From an optimization exercise on the open Yosys and OpenROAD flow, aimed at small area and a short achievable clock period; shortcuts taken in it are not production practice. The RTL was checked by simulation tests, not by an equivalence proof against the original design. Power is estimated from default activity; no workload was simulated.

main:
## wedge_fitter
module wedge_fitter (
	input logic clock,
	input logic reset,
	input logic clear_status,
	input logic [22:0] data_in,  
	input logic ds,
	output logic hold,
	input logic out_re,
	output logic [22:0] data_out,  
	output logic out_valid,
	output logic out_empty,
	input logic nocut,
	input logic [12:0] chi2cut_value,
	output logic [4:0] wedge_status  
);
	logic [22:0] H;
	logic [22:0] S [15];
	logic [3:0] s_rd, s_wr;
	logic [4:0] i_cnt;
	logic i_empty, i_one, i_full;
	logic push_i, pop_i, s_push, s_pop;
	logic [4:0] i_cnt_next;
	assign push_i = ds && !i_full;
	assign s_push = push_i && !i_empty && !(pop_i && i_one);
	assign s_pop = pop_i && !i_empty && !i_one;
	always_ff @(posedge clock)
	begin
		if (!i_full)
			S[s_wr] <= data_in;
	end
	logic [14:0] s_rd_dec;
	logic [22:0] s_head;
	always_comb
	begin
		s_rd_dec = 15'd1 << s_rd;
		s_head = '0;
		for (int k = 0; k < 15; k++)
			s_head = s_head | (S[k] & {23{s_rd_dec[k]}});
	end
	always_ff @(posedge clock)
	begin
		if (pop_i)
			H <= (i_empty || i_one) ? data_in : s_head;
		else if (i_empty)
			H <= data_in;
	end
	always_comb
	begin
		i_cnt_next = i_cnt;
		if (push_i && !pop_i)
			i_cnt_next = i_cnt + 5'd1;
		else if (pop_i && !push_i)
			i_cnt_next = i_cnt - 5'd1;
	end
	always_ff @(posedge clock)
	begin
		if (reset)
		begin
			s_rd <= '0;
			s_wr <= '0;
			i_cnt <= '0;
			i_empty <= 1'b1;
			i_one <= 1'b0;
			i_full <= 1'b0;
			hold <= 1'b0;
		end
		else
		begin
			if (s_push)
				s_wr <= (s_wr == 4'd14) ? 4'd0 : s_wr + 4'd1;
			if (s_pop)
				s_rd <= (s_rd == 4'd14) ? 4'd0 : s_rd + 4'd1;
			i_cnt <= i_cnt_next;
			i_empty <= (i_cnt_next == 5'd0);
			i_one <= (i_cnt_next == 5'd1);
			i_full <= (i_cnt_next == 5'd16);
			hold <= (i_cnt_next >= 5'd12);
		end
	end
  ...
==> flow/config.mk <==
export PLATFORM = sky130hd
export DESIGN_NAME = wedge_fitter
export DESIGN_NICKNAME = wedge_fitter
export VERILOG_FILES = /design/flow/design.v
export SDC_FILE = /design/flow/constraint.sdc
export NUM_CORES = 4
export LEC_CHECK = 0
export CAP_MARGIN = 20
export CORE_MARGIN = 2
export CORE_UTILIZATION = 70
export SETUP_SLACK_MARGIN = 3.9
export SLEW_MARGIN = 20
==> flow/constraint.sdc <==
create_clock -name core_clock -period 6.5 [get_ports {clock}]
set_input_delay 1.3000 -clock core_clock [delete_from_list [all_inputs] [get_ports {clock}]]
set_output_delay 1.3000 -clock core_clock [all_outputs]
set_load 0.01 [all_outputs]
run.sh (not shown) runs the stock make flow with config.mk's settings and CLKGATE_MAP_FILE= SYNTH_SCRIPT=/design/flow/synth_recipe.tcl, a recipe that flattens the netlist after the stock synthesis.
Changes in the feature branch relative to main:
--- a/flow/config.mk
+++ b/flow/config.mk
@@ -8 +8 @@
-export CAP_MARGIN = 20
+export CAP_MARGIN = 5
@@ -10,0 +11,3 @@
+export CTS_BUF_LIST = sky130_fd_sc_hd__clkbuf_16
+export CTS_CLUSTER_DIAMETER = 60
+export CTS_CLUSTER_SIZE = 30
@@ -12 +15 @@
-export SLEW_MARGIN = 20
+export SLEW_MARGIN = 5
Findings:
- Relative to main, met3 routed wirelength has gone down in the feature branch.
- Share of the cycle needed by the critical path after routing: the feature branch vs main — no meaningful difference
- Compared with main, in the feature branch multi-input combinational cell area grew by 0.58%; sequential power essentially unchanged.

* * *

run 1:
wedge_fitter, a different RTL version from the one above (not shown whole).
For scale: about 2500 cells after synthesis, roughly 1200 flip-flops, about 73 I/O pins, about 44000 um^2 of cells after synthesis.
==> flow/config.mk <==
export PLATFORM = sky130hd
export DESIGN_NAME = wedge_fitter
export DESIGN_NICKNAME = wedge_fitter
export VERILOG_FILES = /design/flow/design.v
export SDC_FILE = /design/flow/constraint.sdc
export NUM_CORES = 4
export LEC_CHECK = 0
export CAP_MARGIN = 5
export CORE_MARGIN = 2
export CORE_UTILIZATION = 70
export CTS_BUF_LIST = sky130_fd_sc_hd__clkbuf_16
export CTS_CLUSTER_DIAMETER = 60
export CTS_CLUSTER_SIZE = 30
export SETUP_SLACK_MARGIN = 4.05
export SLEW_MARGIN = 5
export TNS_END_PERCENT = 20
==> flow/constraint.sdc <==
create_clock -name core_clock -period 6.5 [get_ports {clock}]
set_input_delay 1.3000 -clock core_clock [delete_from_list [all_inputs] [get_ports {clock}]]
set_output_delay 1.3000 -clock core_clock [all_outputs]
set_load 0.01 [all_outputs]
Run 1 closes out successfully: all stages finished, all timing, DRC and antenna checks passed.
diff inputs: run 1 => run 2
# run 1
export LEC_CHECK = 0
export CAP_MARGIN = 5
export CORE_MARGIN = 2
export CORE_UTILIZATION = 70
export CTS_BUF_LIST = sky130_fd_sc_hd__clkbuf_16
export CTS_CLUSTER_DIAMETER = 60
export CTS_CLUSTER_SIZE = 30
export SETUP_SLACK_MARGIN = 4.05
export SLEW_MARGIN = 5
export TNS_END_PERCENT = 20
create_clock -name core_clock -period 6.5 [get_ports {clock}]
# run 2
export LEC_CHECK = 0
export CAP_MARGIN = 0
export CORE_MARGIN = 2
export CORE_UTILIZATION = 60
export CTS_BUF_LIST = sky130_fd_sc_hd__clkbuf_16
export CTS_CLUSTER_DIAMETER = 60
export CTS_CLUSTER_SIZE = 30
export SETUP_SLACK_MARGIN = 4.05
export SLEW_MARGIN = 0
create_clock -name core_clock -period 6.5 [get_ports {clock}]
Findings:
First-pass GRT wire length on run 2 is up relative to run 1.
Run 2 vs. run 1: peak clock frequency supported by timing higher, total setup buffers inserted after CTS fell by 1, placer's final routability congestion estimate decreased 2.9%, total half-perimeter wirelength after legalization and detailed placement +1600 um, die area went up by 11000 um^2.
Taking run 1 as the reference point, the switching power total of run 2 rises by 310 uW.
Run 1 → run 2: global-route track usage on met2 went down, setup slack went up.
Looking at worst-case hold slack across both flows, run 2 is the weaker of the two, with run 1 ahead.
Global-route usage delta for run 2 relative to run 1: 3.6 points lower
Inputs modified between run 2 and run 3:
# run 2
export LEC_CHECK = 0
export CAP_MARGIN = 0
export CORE_MARGIN = 2
export CORE_UTILIZATION = 60
export CTS_BUF_LIST = sky130_fd_sc_hd__clkbuf_16
export CTS_CLUSTER_DIAMETER = 60
export CTS_CLUSTER_SIZE = 30
export SETUP_SLACK_MARGIN = 4.05
export SLEW_MARGIN = 0
create_clock -name core_clock -period 6.5 [get_ports {clock}]
# run 3
export LEC_CHECK = 0
export CAP_MARGIN = 5
export CORE_MARGIN = 2
export CORE_UTILIZATION = 70
export CTS_BUF_LIST = sky130_fd_sc_hd__clkbuf_8 sky130_fd_sc_hd__clkbuf_16
export CTS_CLUSTER_DIAMETER = 60
export CTS_CLUSTER_SIZE = 30
export SETUP_SLACK_MARGIN = 4.05
export SLEW_MARGIN = 5
create_clock -name core_clock -period 6.5 [get_ports {clock}]
Results
| area of all placed cells without fillers | lower: run 3 |. Clock tree cell share of total cell area ended up 0.86 points lower on run 3 than on run 2. Run 3 vs. run 2: peak supply drop now sits lower; worst hold slack now sits higher; power now sits lower. Run 2 → run 3: deepest level of the CTS H-tree fell by 1; number of instances in the placed design fell by 114; proportion of power drawn by combinational gates fell by 0.5 points.
Changes in run 4 relative to run 3:
# run 3
export LEC_CHECK = 0
export CAP_MARGIN = 5
export CORE_MARGIN = 2
export CORE_UTILIZATION = 70
export CTS_BUF_LIST = sky130_fd_sc_hd__clkbuf_8 sky130_fd_sc_hd__clkbuf_16
export CTS_CLUSTER_DIAMETER = 60
export CTS_CLUSTER_SIZE = 30
export SETUP_SLACK_MARGIN = 4.05
export SLEW_MARGIN = 5
create_clock -name core_clock -period 6.5 [get_ports {clock}]
# run 4
export LEC_CHECK = 0
export CAP_MARGIN = 0
export CORE_MARGIN = 2
export CORE_UTILIZATION = 65
export CTS_BUF_LIST = sky130_fd_sc_hd__clkbuf_16
export CTS_CLUSTER_DIAMETER = 60
export CTS_CLUSTER_SIZE = 30
export SETUP_SLACK_MARGIN = 4.15
export SLEW_MARGIN = 0
create_clock -name core_clock -period 6.5 [get_ports {clock}]
==> run notes <==
- In the reports for run 4 and run 3, the larger share of total power in combinational logic belongs to run 4.
- Comparing run 3 against run 4, there is no change at all in total grt overflow.
- Against run 3, combinational group power in run 4 rose by a little under 10%.
- Run 4 ends up with a final core area utilization that is 3.3 points lower than in run 3.
- For run 3, the endpoint of the worst setup timing path was wedge_status[0], unlike run 4, where it was out_empty.
- Delta (run 4 minus run 3): number of clock-tree buffers in the layout rose about 20%; maximum level of the CTS H-tree rose 1; post-cts gate resize count rose 13%; standard-cell row count rose 3; number of well taps rose 27.
- Comparing minimum clock period for run 4 and run 3, the smaller number came from run 3.
[inputs] run 5 vs run 4
# run 4
export LEC_CHECK = 0
export CAP_MARGIN = 0
export CORE_MARGIN = 2
export CORE_UTILIZATION = 65
export CTS_BUF_LIST = sky130_fd_sc_hd__clkbuf_16
export CTS_CLUSTER_DIAMETER = 60
export CTS_CLUSTER_SIZE = 30
export SETUP_SLACK_MARGIN = 4.15
export SLEW_MARGIN = 0
create_clock -name core_clock -period 6.5 [get_ports {clock}]
# run 5
export LEC_CHECK = 0
export CAP_MARGIN = 5
export CORE_MARGIN = 2
export CORE_UTILIZATION = 70
export CTS_BUF_LIST = sky130_fd_sc_hd__clkbuf_16
export CTS_CLUSTER_DIAMETER = 60
export CTS_CLUSTER_SIZE = 30
export SETUP_SLACK_MARGIN = 4.2
export SLEW_MARGIN = 5
create_clock -name core_clock -period 6.5 [get_ports {clock}]
## What came out
Routed wire in run 5 totals less than in run 4. Taking run 4 as the reference point, the arrival time reported for the critical path endpoint of run 5 falls by 0.05 ns. Maximum frequency is higher on run 5. Run 5 vs run 4 on met1 usage in global routing: run 5 is the higher one. Fraction of area in multi-input gates: run 4 vs run 5 — no meaningful difference. Power density relative to cell area ended up 1.1% lower on run 5 than on run 4. On minimum clock period: between run 4 and run 5, it ends up lower for run 5. Higher utilization was reported by run 5, not run 4. Relative to run 4, first-pass GRT wire length decreased by 2.9% in run 5.
For run 6, these inputs were changed with respect to run 5:
# run 5
export LEC_CHECK = 0
export CAP_MARGIN = 5
export CORE_MARGIN = 2
export CORE_UTILIZATION = 70
export CTS_BUF_LIST = sky130_fd_sc_hd__clkbuf_16
export CTS_CLUSTER_DIAMETER = 60
export CTS_CLUSTER_SIZE = 30
export SETUP_SLACK_MARGIN = 4.2
export SLEW_MARGIN = 5
create_clock -name core_clock -period 6.5 [get_ports {clock}]
# run 6
export LEC_CHECK = 0
export ABC_CLOCK_PERIOD_IN_PS = 2500
export CAP_MARGIN = 0
export CORE_MARGIN = 2
export CORE_UTILIZATION = 65
export CTS_BUF_LIST = sky130_fd_sc_hd__clkbuf_16
export CTS_CLUSTER_DIAMETER = 60
export CTS_CLUSTER_SIZE = 30
export SETUP_SLACK_MARGIN = 4.05
export SLEW_MARGIN = 0
create_clock -name core_clock -period 6.5 [get_ports {clock}]
### Flow results
- Of run 6 and run 5, run 5 shows the higher proportion of final cell area spent on non-clock buffers, with run 6 below it.
- The lower clock tree buffer count of the final layout of run 6 and run 5 is in run 5.
- Re final area: run 6 and run 5 aren't equal, and the higher value belongs to run 5.
- Re cell count: run 6 is 25 up on run 5.
- Run 6 and run 5 ended up with nearly the same instance area at placement.
- There was hardly any difference in met3 track demand over resource in global routing between run 5 and run 6.
- Sort run 6 and run 5 by worst setup slack desc -> top: run 6
- Run 5 → run 6: flip-flop and latch area ~0 delta; number of cells on the critical path ~0 delta; data arrival time of the critical path -0.04 ns; detailed route wirelength on metal3 -280 um.

-- separate check: timing with driven ports --
In the flow no input, the clock included, has a driving cell. The finished layouts below were timed again as built, in two steps. Step 1: set_driving_cell puts a clkbuf_16 on clock and a buf_2 on each other input, an assumption about the parent block. Step 2, shift: input delay + t, output delay - t, t = (earliest + latest rising clock arrival at the registers) / 2. This alone moves slack from input paths to output paths. Three values: ideal, step 1, step 2; two values: the first two.
| run | t (ns) | slack for setup (ns) | cell pins on the clock port's net |
|---|---|---|---|
| main | 0.746 | 3.923 / 3.872 / 3.221 | 1 |
| the feature branch | 0.716 | 3.927 / 3.870 / 3.299 | 1 |
| run 1 | 0.720 | 3.972 / 3.904 / 3.316 | 1 |
| run 2 | 0.698 | 4.029 / 3.964 / 3.392 | 1 |
| run 3 | 0.724 | 4.012 / 3.943 / 3.389 | 1 |
| run 4 | 0.706 | 3.941 / 3.875 / 3.443 | 1 |
| run 5 | 0.735 | 3.994 / 3.930 / 3.342 | 1 |
| run 6 | 0.702 | 4.031 / 3.964 / 3.452 | 1 |
After both steps setup and hold are still met in every run listed. The setup slack of main, which loses most, moves by -0.051 ns with the drivers and by -0.702 ns with both steps.
